Background: an optimization exercise with open tools, aiming at small area, a short achievable clock period and few clock cycles per item. Do not read the settings as production practice.
Where RTL was checked, it was by simulation tests only, not by an equivalence proof against the original.
Power is estimated from default activity; no workload was simulated.

==> run G <==
// infix_expression_evaluator_unit
module infix_expression_evaluator_unit (
    input  logic            clk,
    input  logic            rst_n,
    input  logic            in_valid,
    output logic            in_ready,
    input  logic [7:0]      char_code,
    input  logic            last,
    output logic            out_valid,
    input  logic            out_ready,
    output logic [47:0]     value,
    output logic [2:0]      status
);
    localparam int VW   = 48;
    localparam int SD   = 16;
    localparam int CNW  = 5;
    localparam int FRW  = 36;           
    localparam int TQ   = 5;            
    localparam int TW   = VW + 8;
    localparam logic [VW-1:0] VMAX = {1'b0, {(VW-1){1'b1}}};
    localparam logic [VW-1:0] VMIN = {1'b1, {(VW-1){1'b0}}};
    localparam logic [2:0] S_IDLE = 3'd0;
    localparam logic [2:0] S_END  = 3'd1;
    localparam logic [2:0] S_RED  = 3'd3;
    localparam logic [2:0] S_MD   = 3'd4;
    localparam logic [2:0] S_OUT  = 3'd5;
    localparam logic [1:0] C_OP  = 2'd0;
    localparam logic [1:0] C_RP  = 2'd1;
    localparam logic [1:0] C_END = 2'd2;
    localparam logic [2:0] K_NONE = 3'd0;
    localparam logic [2:0] K_LP   = 3'd1;
    localparam logic [2:0] K_RP   = 3'd2;
    localparam logic [2:0] K_OP   = 3'd3;
    localparam logic [2:0] K_BAD  = 3'd4;
    logic       chv, full;
    logic       c_lst, c_dig, c_dot, c_ws, c_lp, c_rp, c_op, c_md, c_sd;
    logic [3:0] c_d;
    logic       consume, take;
    logic [12:0] e0, e1, ein;
    assign in_ready = !full;
    assign take     = in_valid && !full;
    assign {c_lst, c_d, c_dig, c_dot, c_ws, c_lp, c_rp, c_op, c_md, c_sd} = e0;
    always_comb
    begin
        ein = {last, char_code[3:0],
               (char_code[7:4] == 4'h3) && (char_code[3:0] <= 4'd9),
               (char_code == 8'h2E),
               (char_code == 8'h20) || ((char_code >= 8'd9) && (char_code <= 8'd13)),
               (char_code == 8'h28),
               (char_code == 8'h29),
               (char_code == 8'h2A) || (char_code == 8'h2B) || (char_code == 8'h2D) || (char_code == 8'h2F),
               (char_code == 8'h2A) || (char_code == 8'h2F),
               (char_code == 8'h2D) || (char_code == 8'h2F)};
    end
    always_ff @(posedge clk or negedge rst_n)
    begin
  ...
==> flow/config.mk <==
export PLATFORM = sky130hd
export DESIGN_NAME = infix_expression_evaluator_unit
export DESIGN_NICKNAME = infix_expression_evaluator_unit
export VERILOG_FILES = /design/flow/design.v
export SDC_FILE = /design/flow/constraint.sdc
export NUM_CORES = 4
export LEC_CHECK = 0
export CAP_MARGIN = 20
export CORE_MARGIN = 2
export CORE_UTILIZATION = 40
export SETUP_SLACK_MARGIN = 5
export SLEW_MARGIN = 20
==> flow/constraint.sdc <==
create_clock -name core_clock -period 14.0 [get_ports {clk}]
set_input_delay 2.8000 -clock core_clock [delete_from_list [all_inputs] [get_ports {clk}]]
set_output_delay 2.8000 -clock core_clock [all_outputs]
set_load 0.01 [all_outputs]
standard.sh (not shown) runs the stock make flow with config.mk's settings and CLKGATE_MAP_FILE= SYNTH_SCRIPT=/design/flow/synth_recipe.tcl, a recipe that flattens the netlist after the stock synthesis.
==> flow/flow/run.sh <==
#!/bin/bash
# Layout: the standard layout (standard.sh), with the timing repair aiming
# further below the clock period (SETUP_SLACK_MARGIN 10 instead of 5). The clock
# period, the constraints and every other setting are the standard flow's own.
set -euo pipefail
sed -e 's/SETUP_SLACK_MARGIN=5/SETUP_SLACK_MARGIN=10/' standard.sh > standard_m.sh
grep -q 'SETUP_SLACK_MARGIN=10' standard_m.sh
bash standard_m.sh > layout.log 2>&1
==> run M: changes against run G <==
--- a/flow/design.v
+++ b/flow/design.v
@@ -234,15 +234,15 @@
     output logic [47:0]     value,
     output logic [2:0]      status
 );
     localparam int VW   = 48;
     localparam int SD   = 16;
     localparam int CNW  = 5;
     localparam int FRW  = 36;           
-    localparam int TQ   = 5;            
+    localparam int TQ   = 4;            
     localparam int TW   = VW + 8;
     localparam logic [VW-1:0] VMAX = {1'b0, {(VW-1){1'b1}}};
     localparam logic [VW-1:0] VMIN = {1'b1, {(VW-1){1'b0}}};
     localparam logic [2:0] S_IDLE = 3'd0;
     localparam logic [2:0] S_END  = 3'd1;
     localparam logic [2:0] S_RED  = 3'd3;
     localparam logic [2:0] S_MD   = 3'd4;
@@ -301,27 +301,25 @@
     logic           fcl_reg, fcl_n;             
     logic           em_l, fresh;
     logic [30:0]    ip_reg, ip_n;
     logic           nsat_reg, nsat_n;           
     logic           fsat_reg, fsat_n;           
     logic [FRW-1:0] fr_reg, fr_n;               
     logic [2:0]     fdig_reg, fdig_n;
-    logic           tkv;                        
-    logic           tk_num, tk_sat, tk_lst;
+    logic           tkv, tk_num, tk_sat, tk_lst;
     logic [2:0]     tk_k;
     logic           tk_md, tk_sd;
     logic [VW-1:0]  tk_val;
     logic           emit, tk_take, tk_free;
     logic [2:0]     em_k;
-    logic [TW-1:0]  tq_h;
-    logic [TW-1:0]  tq_e [TQ-1];
+    logic [TW-1:0]  tq_e [TQ];
     logic [TW-1:0]  tq_in;
-    logic [2:0]     tq_cnt;                     
-    logic [1:0]     tq_wp, tq_rp;
-    assign {tk_num, tk_sat, tk_lst, tk_k, tk_md, tk_sd, tk_val} = tq_h;
+    logic [2:0]     tq_cnt;
+    assign tkv = (tq_cnt != '0);
+    assign {tk_num, tk_sat, tk_lst, tk_k, tk_md, tk_sd, tk_val} = tq_e[0];
     logic [17:0]    tq;
     logic [16:0]    fq;
     assign tq = {1'b0, fr_reg[FRW-1:FRW-17]} + 18'd1;
     assign fq = tq[17:1];
     logic [FRW-1:0] fpr, fpa, fpb;
     always_comb
     begin
@@ -510,103 +508,82 @@
         if (!rst_n) begin
             innum_reg <= 1'b0;
             dot_reg   <= 1'b0;
             dot2_reg  <= 1'b0;
             fendp_reg <= 1'b0;
             fcl_reg   <= 1'b0;
             tq_cnt    <= '0;
-            tq_wp     <= '0;
-            tq_rp     <= '0;
-            tkv       <= 1'b0;
         end else begin
             innum_reg <= innum_n;
             dot_reg   <= dot_n;
             dot2_reg  <= dot2_n;
             fendp_reg <= fendp_n;
             fcl_reg   <= fcl_n;
-            if (tk_take || !tkv) begin
-                if (tq_cnt != '0) begin
-                    tkv   <= 1'b1;
-                    tq_rp <= (tq_rp == 2'(TQ - 2)) ? 2'd0 : tq_rp + 2'd1;
-                    if (emit) begin
-                        tq_wp <= (tq_wp == 2'(TQ - 2)) ? 2'd0 : tq_wp + 2'd1;
-                    end else begin
-                        tq_cnt <= tq_cnt - 3'd1;
-                    end
-                end else begin
-                    tkv <= emit;
-                end
-            end else if (emit) begin
-                tq_wp  <= (tq_wp == 2'(TQ - 2)) ? 2'd0 : tq_wp + 2'd1;
-                tq_cnt <= tq_cnt + 3'd1;
-            end
+            tq_cnt    <= tq_cnt + 3'(emit) - 3'(tk_take);
         end
     end
     always_ff @(posedge clk)
     begin
         ip_reg   <= ip_n;
         nsat_reg <= nsat_n;
         fsat_reg <= fsat_n;
         fr_reg   <= fr_n;
         fdig_reg <= fdig_n;
-        if (tk_take || !tkv) begin
-            if (tq_cnt != '0) tq_h <= tq_e[tq_rp];
-            else              tq_h <= tq_in;
+        for (int i = 0; i < TQ; i++) begin
+            if (emit && (3'(i) == tq_cnt - 3'(tk_take))) tq_e[i] <= tq_in;
+            else if (tk_take && i < TQ - 1) tq_e[i] <= tq_e[(i < TQ - 1) ? i + 1 : i];
         end
-        for (int i = 0; i < TQ - 1; i++)
-            if (emit && !((tk_take || !tkv) && tq_cnt == '0) && (2'(i) == tq_wp)) tq_e[i] <= tq_in;
     end
     assign tq_in = {innum_reg, innum_reg && (fsat_reg || nsat_close), em_l,
                     em_k, c_md, c_sd, nval};
     logic [2:0]     state_reg, state_n;
     logic [1:0]     ctx_reg, ctx_n;
     logic           pmd_reg, pmd_n, psd_reg, psd_n;      
     logic           elst_reg, elst_n;                    
     iee_pkg::status_t err_reg;
     iee_pkg::status_t err_n;
     logic [CNW-1:0] vcnt_reg, vcnt_n, ocnt_reg, ocnt_n;
-    logic [VW-1:0]  vt, vn;
-    logic [VW-1:0]  vr [SD-2];
+    logic [VW-1:0]  vs [SD];
     logic [2:0]     os [SD];                
     logic           vpush, vpopw, opush, opop, opop2, orep;
     logic [VW-1:0]  vres;
     logic [2:0]     onew;
     logic [CNW-1:0] pc;
     logic           ov_reg, ov_n;
     logic           op_reg, op_n;               
     iee_pkg::status_t opst_reg;
     iee_pkg::status_t opst_n;
     logic [VW-1:0]  oval_reg, oval_n;
     iee_pkg::status_t ost_reg;
     iee_pkg::status_t ost_n;
     assign tk_take = (state_reg == S_IDLE) && tkv;
-    assign tk_free = (tq_cnt != 3'(TQ - 1)) || !tkv || (state_reg == S_IDLE);
+    assign tk_free = (tq_cnt != 3'(TQ)) || (state_reg == S_IDLE);
     logic           alu_start, alu_done, alu_sat, alu_d0;
     logic [VW-1:0]  alu_res;
     iee_alu #(.VW(VW)) u_alu (
         .clk   (clk),
         .rst_n (rst_n),
         .start (alu_start),
         .isdiv (os[0][0]),
-        .a     (vn),
-        .b     (vt),
+        .a     (vs[1]),
+        .b     (vs[0]),
         .done  (alu_done),
         .res   (alu_res),
         .sat   (alu_sat),
         .div0  (alu_d0)
     );
     assign out_valid = ov_reg;
     assign value     = oval_reg;
     assign status    = ost_reg;
     logic [VW:0]    asum;
     logic [VW-1:0]  ares;
     logic           asat;
     logic [VW:0]    abx;
-    assign abx  = {vt[VW-1], vt} ^ {(VW+1){os[0][0]}};
-    assign asum = {vn[VW-1], vn} + abx + (VW+1)'(os[0][0]);
+    assign abx  = {vs[0][VW-1], vs[0]} ^ {(VW+1){os[0][0]}};
+    assign asum = {vs[1][VW-1], vs[1]} + abx + (VW+1)'(os[0][0]);
     assign asat = (asum[VW] != asum[VW-1]);
     assign ares = asat ? (asum[VW] ? VMIN : VMAX) : asum[VW-1:0];
     logic hard;
     assign hard = (err_reg != ST_OK) && (err_reg != ST_SAT);
     logic           fin, fhard, ohard;
     iee_pkg::status_t fst;
     logic           nxt;        
@@ -642,15 +619,15 @@
         ohard    = 1'b0;
         fst      = ST_OK;
         pc       = ocnt_reg - 1'b1;
         if (ov_reg && out_ready) ov_n = 1'b0;
         if (op_reg) begin
             ov_n   = 1'b1;
             ost_n  = opst_reg;
-            oval_n = ((opst_reg != ST_OK) && (opst_reg != ST_SAT)) ? '0 : vt;
+            oval_n = ((opst_reg != ST_OK) && (opst_reg != ST_SAT)) ? '0 : vs[0];
         end
         case (state_reg)
             S_IDLE:
             begin
                 if (tkv) begin
                     if (hard) begin
                         if (tk_lst) fin = 1'b1;
@@ -894,20 +871,19 @@
         oval_reg <= oval_n;
         ost_reg  <= ost_n;
         opst_reg <= opst_n;
     end
     always_ff @(posedge clk)
     begin
         if (vpush) begin
-            vt <= tk_val;
-            vn <= vt;
-            if (vcnt_reg >= CNW'(2)) vr[4'(vcnt_reg - 2'd2)] <= vn;
+            vs[0] <= tk_val;
+            for (int i = 1; i < SD; i++) vs[i] <= vs[i-1];
         end else if (vpopw) begin
-            vt <= vres;
-            if (vcnt_reg >= CNW'(3)) vn <= vr[4'(vcnt_reg - 2'd3)];
+            vs[0] <= vres;
+            for (int i = 1; i < SD - 1; i++) vs[i] <= vs[i+1];
         end
         if (opush) begin
             os[0] <= onew;
             for (int i = 1; i < SD; i++) os[i] <= os[i-1];
         end else if (orep) begin
             os[0] <= onew;
         end else if (opop) begin
==> flow/flow/run.sh (replaced) <==
#!/bin/bash
# Layout: the standard layout (standard.sh), with the timing repair aiming
# further below the clock period (SETUP_SLACK_MARGIN 8 instead of 5). The clock
# period, the constraints and every other setting are the standard flow's own.
set -euo pipefail
sed -e 's/SETUP_SLACK_MARGIN=5/SETUP_SLACK_MARGIN=8/' standard.sh > standard_m.sh
grep -q 'SETUP_SLACK_MARGIN=8' standard_m.sh
bash standard_m.sh > layout.log 2>&1
==> run P: changes against run G <==
--- a/flow/design.v
+++ b/flow/design.v
@@ -142,26 +142,26 @@
                 if ((i >> j) & 1) begin
                     pa[j] = pa[j] | la[i];
                     pb[j] = pb[j] | lb[i];
                 end
             end
         end
     end
-    logic [6:0]     msa_reg;
-    logic [5:0]     msd_reg;
+    logic [5:0]     k_reg;                   
     logic [7:0]     kr;
-    logic [5:0]     k;
+    logic [5:0]     k, ks;
     logic           hs_n;
     logic [VW+NB-1:0] win;
     always_comb
     begin
-        kr = 8'd31 - 8'(msa_reg) + 8'(msd_reg);
-        if (kr[7])               k = 6'd0;
-        else if (kr >= 8'd48)    k = 6'd48;
-        else                     k = {kr[5:1], 1'b0};
+        kr = 8'd31 - 8'(pa) - 8'(a[VW-1]) + 8'(pb);
+        if (kr[7])               ks = 6'd0;
+        else if (kr >= 8'd48)    ks = 6'd48;
+        else                     ks = {kr[5:1], 1'b0};
+        k = k_reg;
         win  = {mh_reg[VW-1:0], mb_reg} << k;
         hs_n = (ma_reg[VW-1:16] == '0) && (ma_reg[15:0] <= mh_reg[15:0]);
     end
     always_ff @(posedge clk or negedge rst_n)
     begin
         if (!rst_n) begin
             st_reg <= A_IDLE;
@@ -177,16 +177,15 @@
     end
     always_ff @(posedge clk)
     begin
         if (st_reg == A_IDLE) begin
             if (start) begin
                 div_reg <= isdiv;
                 neg_reg <= a[VW-1] ^ b[VW-1];
-                msa_reg <= 7'(pa) + 7'(a[VW-1]);
-                msd_reg <= pb;
+                k_reg   <= ks;
                 hi_reg  <= 1'b0;
                 d0_reg  <= 1'b0;
                 ml_reg  <= '0;
                 mc_reg  <= '0;
                 if (isdiv) begin
                     ma_reg  <= yb;
                     mh_reg  <= AW'(xa[VW-1:32]);
TNS_END_PERCENT = 10   (was default)
==> notes <==
Run P went through all stages and came out clean. Run G produced a clean layout. Run M produced a clean layout.
The highest design area belongs to run G, the lowest to run M.
Combinational power, lowest first: run P, run M, run G.
Register-to-register slack, lowest first: run M, run P, run G.
Between run G and run P, the lower sequential power is in run P (gap 25%, measured against run P).
The highest count of clock-buffer cells in the layout belongs to run M, the lowest to run G.
Critical path depth: run P > run M > run G.
In run P the synthesized area is lower than in run G, by about 1%.
Clock power: run G > run P > run M.
The highest sequential share of layout area belongs to run M, the lowest to run G.
Wire length: run M < run P < run G.
==> figures <==
|  | run G | run P | run M |
|---|---|---|---|
| Layout Utilization | 49.62% | 47.42% | 43.74% |
| Number of core rows | 195 | 194 | 196 |
| Leak pwr | 52.50 nW | 50.01 nW | 49.96 nW |
| Signal arrival time at the worst endpoint | 5.23 ns | 5.50 ns | 6.57 ns |
| Antenna violations before repair | 37 | 22 | 24 |
| Worst hold margin | 0.4544 ns | 0.4637 ns | 0.4318 ns |
| Number of DRC markers in iteration 0 | 13,540 | 12,160 | 12,150 |
| Antenna diode instance count | 33 | 13 | 9 |
| Count of fill cells added during filler insertion | 25,190 | 25,670 | 27,910 |
| Switching share of total power | 49.07% | 40.76% | 48.16% |
| Buffering stage count on the worst path with inverters included | 1 | 6 | 4 |
| Slack of the worst reg-to-reg path | 9.47 ns | 9.24 ns | 8.04 ns |
| Area of the core region | 282,300 um2 | 279,100 um2 | 284,700 um2 |
| Crit Reg-Reg Startpoint | vt[1] | vt[46] | u_alu.msd_reg[1] |
| Final cycle utilization of the critical path | 32.38% | 34.01% | 42.55% |
| Global-route wire length before repair | 686,600 um | 628,800 um | 596,300 um |
| Met1 Track Usage GR | 41.42% | 39.70% | 36.76% |
| Layout multi-input combinational cell count | 8,242 | 8,050 | 9,795 |
| Sequential share of power | 22.4% | 30.3% | 29.2% |
| Status | timing/DRC/antenna clean | timing/DRC/antenna clean | timing/DRC/antenna clean |
| Number of sinks on the clock net | 1,643 | 1,635 | 1,583 |
| Buffer count from post-CTS setup fixing | 427 | 382 | 1 |
Testbench counts of run G, summed over its fixed seeds: cycles 24,566, exprs 512.
Testbench counts of run M, summed over its fixed seeds: cycles 25,201, exprs 512.
Testbench counts of run P, summed over its fixed seeds: cycles 24,566, exprs 512.


==> inputs of zinc <==
infix_expression_evaluator_unit, a different RTL version from the one above (not shown whole).
==> flow/design.v (excerpt) <==
module infix_expression_evaluator_unit (
    input  logic            clk,
    input  logic            rst_n,
    input  logic            in_valid,
    output logic            in_ready,
    input  logic [7:0]      char_code,
    input  logic            last,
    output logic            out_valid,
    input  logic            out_ready,
    output logic [47:0]     value,
    output logic [2:0]      status
);
export LEC_CHECK = 0
export CAP_MARGIN = 20
export CORE_MARGIN = 2
export CORE_UTILIZATION = 40
export CTS_BUF_LIST = sky130_fd_sc_hd__clkbuf_4 sky130_fd_sc_hd__clkbuf_8
export SETUP_SLACK_MARGIN = 5
export SLEW_MARGIN = 20
export TNS_END_PERCENT = 10
create_clock -name core_clock -period 14.0 [get_ports {clk}]
==> flow/flow/run.sh <==
#!/bin/bash
# Layout: the standard layout (standard.sh), with the timing repair aiming
# further below the clock period (SETUP_SLACK_MARGIN 9.5 instead of 5). The clock
# period, the constraints and every other setting are the standard flow's own.
set -euo pipefail
sed -e 's/SETUP_SLACK_MARGIN=5/SETUP_SLACK_MARGIN=9.5/' standard.sh > standard_m.sh
grep -q 'SETUP_SLACK_MARGIN=9.5' standard_m.sh
bash standard_m.sh > layout.log 2>&1
==> inputs of pepper, as changes to zinc <==
--- a/flow/design.v
+++ b/flow/design.v
@@ -25,15 +25,17 @@
     localparam int NB = 50;                  
     localparam int CW = 6;
     localparam int AW = 64;                  
     localparam logic [2:0] A_IDLE = 3'd0;
     localparam logic [2:0] A_RUN  = 3'd1;
     localparam logic [2:0] A_FIN  = 3'd2;
     localparam logic [2:0] A_PREP = 3'd3;
+    localparam logic [2:0] A_CPA  = 3'd4;
     logic [2:0]     st_reg;
+    logic [AW-1:0]  mc_reg, mc_n;            
     logic [CW-1:0]  cnt_reg;
     logic           div_reg, neg_reg, hi_reg, d0_reg;
     logic [VW-1:0]  ma_reg;                  
     logic [VW+1:0]  d3_reg;                  
     logic [NB-1:0]  mb_reg;                  
     logic [AW-1:0]  mh_reg;                  
     logic [AW-1:0]  ml_reg;                  
@@ -42,24 +44,28 @@
     assign yb = b[VW-1] ? (~b + 1'b1) : b;
     logic [NB-1:0]  mb_n;
     logic [AW-1:0]  mh_n, ml_n;
     logic [CW-1:0]  cnt_n;
     logic           hi_n, last_n;
     logic [VW+1:0]  r4;
     logic [VW+2:0]  s1, s2, s3;
-    logic [AW+4:0]  t;
+    logic [AW-1:0]  pr [4];
+    logic [AW-1:0]  u1, u2, u3, u4, c1, c2, c3, c4;
+    logic [AW:0]    cpa;
     always_comb
     begin
         mb_n   = mb_reg;
         ml_n   = ml_reg;
         mh_n   = mh_reg;
         cnt_n  = cnt_reg;
         hi_n   = hi_reg;
         last_n = 1'b0;
-        t      = '0;
+        mc_n   = mc_reg;
+        for (int r = 0; r < 4; r++) pr[r] = '0;
+        {c1, u1} = '0; {c2, u2} = '0; {c3, u3} = '0; {c4, u4} = '0;
         r4     = {mh_reg[VW-1:0], mb_reg[NB-1:NB-2]};
         s1     = {1'b0, r4} - {3'b000, ma_reg};
         s2     = {1'b0, r4} - {2'b00, ma_reg, 1'b0};
         s3     = {1'b0, r4} - {1'b0, d3_reg};
         if (div_reg) begin
             if (!s3[VW+2]) begin
                 mh_n = AW'(s3[VW-1:0]);
@@ -74,23 +80,32 @@
                 mh_n = AW'(r4[VW-1:0]);
                 ml_n = {ml_reg[AW-3:0], 2'd0};
             end
             mb_n   = mb_reg << 2;
             cnt_n  = cnt_reg - CW'(2);
             last_n = (cnt_reg == CW'(2));
         end else begin
-            t      = (AW+5)'(ml_reg) + (AW+5)'(mh_reg) * (AW+5)'(mb_reg[3:0]);
-            ml_n   = t[AW-1:0];
-            hi_n   = hi_reg || (t[AW+4:AW] != '0) ||
+            for (int r = 0; r < 4; r++)
+                pr[r] = mb_reg[r] ? (mh_reg << r) : '0;
+            u1 = ml_reg ^ mc_reg ^ pr[0]; c1 = (ml_reg & mc_reg) | (ml_reg & pr[0]) | (mc_reg & pr[0]);
+            u2 = pr[1] ^ pr[2] ^ pr[3]; c2 = (pr[1] & pr[2]) | (pr[1] & pr[3]) | (pr[2] & pr[3]);
+            u3 = u1 ^ {c1[AW-2:0], 1'b0} ^ u2; c3 = (u1 & {c1[AW-2:0], 1'b0}) | (u1 & u2) | ({c1[AW-2:0], 1'b0} & u2);
+            u4 = u3 ^ {c3[AW-2:0], 1'b0} ^ {c2[AW-2:0], 1'b0}; c4 = (u3 & {c3[AW-2:0], 1'b0}) | (u3 & {c2[AW-2:0], 1'b0}) | ({c3[AW-2:0], 1'b0} & {c2[AW-2:0], 1'b0});
+            ml_n   = u4;
+            mc_n   = {c4[AW-2:0], 1'b0};
+            hi_n   = hi_reg || c1[AW-1] || c2[AW-1] || c3[AW-1] || c4[AW-1] ||
+                     (mb_reg[1] && mh_reg[AW-1]) || (mb_reg[2] && (mh_reg[AW-1:AW-2] != '0)) ||
+                     (mb_reg[3] && (mh_reg[AW-1:AW-3] != '0)) ||
                      ((mh_reg[AW-1:AW-4] != '0) && (mb_reg[NB-1:4] != '0));
             mh_n   = mh_reg << 4;
             mb_n   = mb_reg >> 4;
             last_n = (mb_reg[NB-1:4] == '0);
         end
     end
+    assign cpa = {1'b0, ml_reg} + {1'b0, mc_reg};
     logic [VW-1:0]  p;
     logic           rb, ovf;
     always_comb
     begin
         if (div_reg) begin
             p  = ml_reg[NB-1:2];
             rb = ml_reg[1];
@@ -150,29 +165,31 @@
     begin
         if (!rst_n) begin
             st_reg <= A_IDLE;
         end else begin
             case (st_reg)
                 A_IDLE:  if (start) st_reg <= isdiv ? A_PREP : A_RUN;
                 A_PREP:  st_reg <= hs_n ? A_FIN : A_RUN;
-                A_RUN:   if (last_n) st_reg <= A_FIN;
+                A_RUN:   if (last_n) st_reg <= div_reg ? A_FIN : A_CPA;
+                A_CPA:   st_reg <= A_FIN;
                 default: st_reg <= A_IDLE;
             endcase
         end
     end
     always_ff @(posedge clk)
     begin
         if (st_reg == A_IDLE) begin
             if (start) begin
                 div_reg <= isdiv;
                 neg_reg <= a[VW-1] ^ b[VW-1];
                 k_reg   <= ks;
                 hi_reg  <= 1'b0;
                 d0_reg  <= 1'b0;
                 ml_reg  <= '0;
+                mc_reg  <= '0;
                 if (isdiv) begin
                     ma_reg  <= yb;
                     mh_reg  <= AW'(xa[VW-1:32]);
                     mb_reg  <= {xa[31:0], 18'd0};
                 end else begin
                     if (yb[15:0] == '0) begin
                         mh_reg <= {xa, 16'd0};
@@ -189,17 +206,21 @@
             d3_reg  <= {2'b00, ma_reg} + {1'b0, ma_reg, 1'b0};
             mh_reg  <= AW'(win[VW+NB-1:NB]);
             mb_reg  <= win[NB-1:0];
             cnt_reg <= CW'(NB) - CW'(k);
         end else if (st_reg == A_RUN) begin
             mb_reg  <= mb_n;
             ml_reg  <= ml_n;
+            mc_reg  <= mc_n;
             mh_reg  <= mh_n;
             cnt_reg <= cnt_n;
             hi_reg  <= hi_n;
+        end else if (st_reg == A_CPA) begin
+            ml_reg  <= cpa[AW-1:0];
+            hi_reg  <= hi_reg || cpa[AW];
         end
     end
 endmodule
 import iee_pkg::*;
 module infix_expression_evaluator_unit (
     input  logic            clk,
     input  logic            rst_n,
==> flow/flow/run.sh (replaced) <==
#!/bin/bash
# Layout: the standard layout (standard.sh) with two changes to how it is
# made: the timing repair aims further below the clock period
# (SETUP_SLACK_MARGIN 9.5 instead of 5), and the buffers that the flow puts on
# every input and output port are sky130_fd_sc_hd__buf_4 instead of the default
# delay buffer. The clock period, the constraints and every other setting are
# the standard flow's own.
set -euo pipefail
sed -e 's/SETUP_SLACK_MARGIN=5/SETUP_SLACK_MARGIN=9.5/' standard.sh > standard_m.sh
grep -q 'SETUP_SLACK_MARGIN=9.5' standard_m.sh
export BUFFER_PORTS_ARGS="-buffer_cell sky130_fd_sc_hd__buf_4"
bash standard_m.sh > layout.log 2>&1
--- a/flow/config.mk
+++ b/flow/config.mk
@@ -5,10 +5,11 @@
 export SDC_FILE = /design/flow/constraint.sdc
 export NUM_CORES = 4
 export LEC_CHECK = 0
 export CAP_MARGIN = 20
 export CORE_MARGIN = 2
 export CORE_UTILIZATION = 40
 export CTS_BUF_LIST = sky130_fd_sc_hd__clkbuf_4 sky130_fd_sc_hd__clkbuf_8
+export CTS_CLUSTER_SIZE = 30
 export SETUP_SLACK_MARGIN = 5
 export SLEW_MARGIN = 20
 export TNS_END_PERCENT = 10
==> inputs of sierra, as changes to zinc <==
--- a/flow/design.v
+++ b/flow/design.v
@@ -25,15 +25,17 @@
     localparam int NB = 50;                  
     localparam int CW = 6;
     localparam int AW = 64;                  
     localparam logic [2:0] A_IDLE = 3'd0;
     localparam logic [2:0] A_RUN  = 3'd1;
     localparam logic [2:0] A_FIN  = 3'd2;
     localparam logic [2:0] A_PREP = 3'd3;
+    localparam logic [2:0] A_CPA  = 3'd4;
     logic [2:0]     st_reg;
+    logic [AW-1:0]  mc_reg, mc_n;            
     logic [CW-1:0]  cnt_reg;
     logic           div_reg, neg_reg, hi_reg, d0_reg;
     logic [VW-1:0]  ma_reg;                  
     logic [VW+1:0]  d3_reg;                  
     logic [NB-1:0]  mb_reg;                  
     logic [AW-1:0]  mh_reg;                  
     logic [AW-1:0]  ml_reg;                  
@@ -42,24 +44,28 @@
     assign yb = b[VW-1] ? (~b + 1'b1) : b;
     logic [NB-1:0]  mb_n;
     logic [AW-1:0]  mh_n, ml_n;
     logic [CW-1:0]  cnt_n;
     logic           hi_n, last_n;
     logic [VW+1:0]  r4;
     logic [VW+2:0]  s1, s2, s3;
-    logic [AW+4:0]  t;
+    logic [AW-1:0]  pr [4];
+    logic [AW-1:0]  u1, u2, u3, u4, c1, c2, c3, c4;
+    logic [AW:0]    cpa;
     always_comb
     begin
         mb_n   = mb_reg;
         ml_n   = ml_reg;
         mh_n   = mh_reg;
         cnt_n  = cnt_reg;
         hi_n   = hi_reg;
         last_n = 1'b0;
-        t      = '0;
+        mc_n   = mc_reg;
+        for (int r = 0; r < 4; r++) pr[r] = '0;
+        {c1, u1} = '0; {c2, u2} = '0; {c3, u3} = '0; {c4, u4} = '0;
         r4     = {mh_reg[VW-1:0], mb_reg[NB-1:NB-2]};
         s1     = {1'b0, r4} - {3'b000, ma_reg};
         s2     = {1'b0, r4} - {2'b00, ma_reg, 1'b0};
         s3     = {1'b0, r4} - {1'b0, d3_reg};
         if (div_reg) begin
             if (!s3[VW+2]) begin
                 mh_n = AW'(s3[VW-1:0]);
@@ -74,23 +80,32 @@
                 mh_n = AW'(r4[VW-1:0]);
                 ml_n = {ml_reg[AW-3:0], 2'd0};
             end
             mb_n   = mb_reg << 2;
             cnt_n  = cnt_reg - CW'(2);
             last_n = (cnt_reg == CW'(2));
         end else begin
-            t      = (AW+5)'(ml_reg) + (AW+5)'(mh_reg) * (AW+5)'(mb_reg[3:0]);
-            ml_n   = t[AW-1:0];
-            hi_n   = hi_reg || (t[AW+4:AW] != '0) ||
+            for (int r = 0; r < 4; r++)
+                pr[r] = mb_reg[r] ? (mh_reg << r) : '0;
+            u1 = ml_reg ^ mc_reg ^ pr[0]; c1 = (ml_reg & mc_reg) | (ml_reg & pr[0]) | (mc_reg & pr[0]);
+            u2 = pr[1] ^ pr[2] ^ pr[3]; c2 = (pr[1] & pr[2]) | (pr[1] & pr[3]) | (pr[2] & pr[3]);
+            u3 = u1 ^ {c1[AW-2:0], 1'b0} ^ u2; c3 = (u1 & {c1[AW-2:0], 1'b0}) | (u1 & u2) | ({c1[AW-2:0], 1'b0} & u2);
+            u4 = u3 ^ {c3[AW-2:0], 1'b0} ^ {c2[AW-2:0], 1'b0}; c4 = (u3 & {c3[AW-2:0], 1'b0}) | (u3 & {c2[AW-2:0], 1'b0}) | ({c3[AW-2:0], 1'b0} & {c2[AW-2:0], 1'b0});
+            ml_n   = u4;
+            mc_n   = {c4[AW-2:0], 1'b0};
+            hi_n   = hi_reg || c1[AW-1] || c2[AW-1] || c3[AW-1] || c4[AW-1] ||
+                     (mb_reg[1] && mh_reg[AW-1]) || (mb_reg[2] && (mh_reg[AW-1:AW-2] != '0)) ||
+                     (mb_reg[3] && (mh_reg[AW-1:AW-3] != '0)) ||
                      ((mh_reg[AW-1:AW-4] != '0) && (mb_reg[NB-1:4] != '0));
             mh_n   = mh_reg << 4;
             mb_n   = mb_reg >> 4;
             last_n = (mb_reg[NB-1:4] == '0);
         end
     end
+    assign cpa = {1'b0, ml_reg} + {1'b0, mc_reg};
     logic [VW-1:0]  p;
     logic           rb, ovf;
     always_comb
     begin
         if (div_reg) begin
             p  = ml_reg[NB-1:2];
             rb = ml_reg[1];
@@ -150,29 +165,31 @@
     begin
         if (!rst_n) begin
             st_reg <= A_IDLE;
         end else begin
             case (st_reg)
                 A_IDLE:  if (start) st_reg <= isdiv ? A_PREP : A_RUN;
                 A_PREP:  st_reg <= hs_n ? A_FIN : A_RUN;
-                A_RUN:   if (last_n) st_reg <= A_FIN;
+                A_RUN:   if (last_n) st_reg <= div_reg ? A_FIN : A_CPA;
+                A_CPA:   st_reg <= A_FIN;
                 default: st_reg <= A_IDLE;
             endcase
         end
     end
     always_ff @(posedge clk)
     begin
         if (st_reg == A_IDLE) begin
             if (start) begin
                 div_reg <= isdiv;
                 neg_reg <= a[VW-1] ^ b[VW-1];
                 k_reg   <= ks;
                 hi_reg  <= 1'b0;
                 d0_reg  <= 1'b0;
                 ml_reg  <= '0;
+                mc_reg  <= '0;
                 if (isdiv) begin
                     ma_reg  <= yb;
                     mh_reg  <= AW'(xa[VW-1:32]);
                     mb_reg  <= {xa[31:0], 18'd0};
                 end else begin
                     if (yb[15:0] == '0) begin
                         mh_reg <= {xa, 16'd0};
@@ -189,17 +206,21 @@
             d3_reg  <= {2'b00, ma_reg} + {1'b0, ma_reg, 1'b0};
             mh_reg  <= AW'(win[VW+NB-1:NB]);
             mb_reg  <= win[NB-1:0];
             cnt_reg <= CW'(NB) - CW'(k);
         end else if (st_reg == A_RUN) begin
             mb_reg  <= mb_n;
             ml_reg  <= ml_n;
+            mc_reg  <= mc_n;
             mh_reg  <= mh_n;
             cnt_reg <= cnt_n;
             hi_reg  <= hi_n;
+        end else if (st_reg == A_CPA) begin
+            ml_reg  <= cpa[AW-1:0];
+            hi_reg  <= hi_reg || cpa[AW];
         end
     end
 endmodule
 import iee_pkg::*;
 module infix_expression_evaluator_unit (
     input  logic            clk,
     input  logic            rst_n,
==> flow/flow/run.sh (replaced) <==
#!/bin/bash
# Layout: the standard layout (standard.sh), with the timing repair aiming
# further below the clock period (SETUP_SLACK_MARGIN 10 instead of 5). The clock
# period, the constraints and every other setting are the standard flow's own.
set -euo pipefail
sed -e 's/SETUP_SLACK_MARGIN=5/SETUP_SLACK_MARGIN=10/' standard.sh > standard_m.sh
grep -q 'SETUP_SLACK_MARGIN=10' standard_m.sh
bash standard_m.sh > layout.log 2>&1
==> flow/config.mk (replaced) <==
export PLATFORM = sky130hd
export DESIGN_NAME = infix_expression_evaluator_unit
export DESIGN_NICKNAME = infix_expression_evaluator_unit
export VERILOG_FILES = /design/flow/design.v
export SDC_FILE = /design/flow/constraint.sdc
export NUM_CORES = 4
export LEC_CHECK = 0
export CAP_MARGIN = 20
export CORE_MARGIN = 2
export CORE_UTILIZATION = 55
export SETUP_SLACK_MARGIN = 5
export SLEW_MARGIN = 20
export TNS_END_PERCENT = 10
==> summary.txt <==
- The highest die area belongs to pepper, the lowest to sierra.
- In flip-flop and latch count, pepper and sierra do not differ.
- In zinc the synthesized area is smaller than in sierra, by about 4%.
- The highest maximum frequency belongs to sierra, the lowest to zinc.
- In pepper the critical path depth is lower than in sierra, by 9.
- Of sierra and zinc, sierra has the higher first-iteration DRC count (gap about 34%, measured against zinc).
- The highest setup slack belongs to sierra, the lowest to zinc.
Testbench counts of pepper, summed over its fixed seeds: cycles 24,566, exprs 512.
Testbench counts of sierra, summed over its fixed seeds: cycles 24,566, exprs 512.
For zinc, only the layout was checked, not whether the RTL still works.

## what the ideal ports hide
Ports are ideal in the flow. The routed layouts listed here were re-timed in OpenROAD.
Step 1, drivers: a clkbuf_16 drives clk and a buf_2 each remaining input, both assumed.
Step 2, shift: input delay + t, output delay - t, t = (earliest + latest rising clock arrival at the registers) / 2. This alone moves slack from input paths to output paths.
a / b / c = ideal ports / drivers / drivers and shift; a / b = the first two.
run | shift t [ns] | slack for setup (ns) | worst data-port slew with drivers (ns)
run G | 0.999 | 9.467 / 9.467 / 9.339 | 0.05
run M | 0.962 | 8.042 / 8.042 / 8.042 | 0.03
run P | 0.953 | 9.238 / 9.238 / 9.238 | 0.04
zinc | 1.059 | 8.568 / 8.568 / 8.568 | 0.07
pepper | 1.113 | 9.199 / 9.199 / 9.199 | 0.11
sierra | 0.955 | 9.233 / 9.233 / 9.233 | 0.05
After both steps every run listed still meets setup and hold. The setup slack of run G, which loses most, moves by 0.000 ns with the drivers and by -0.128 ns with both steps.
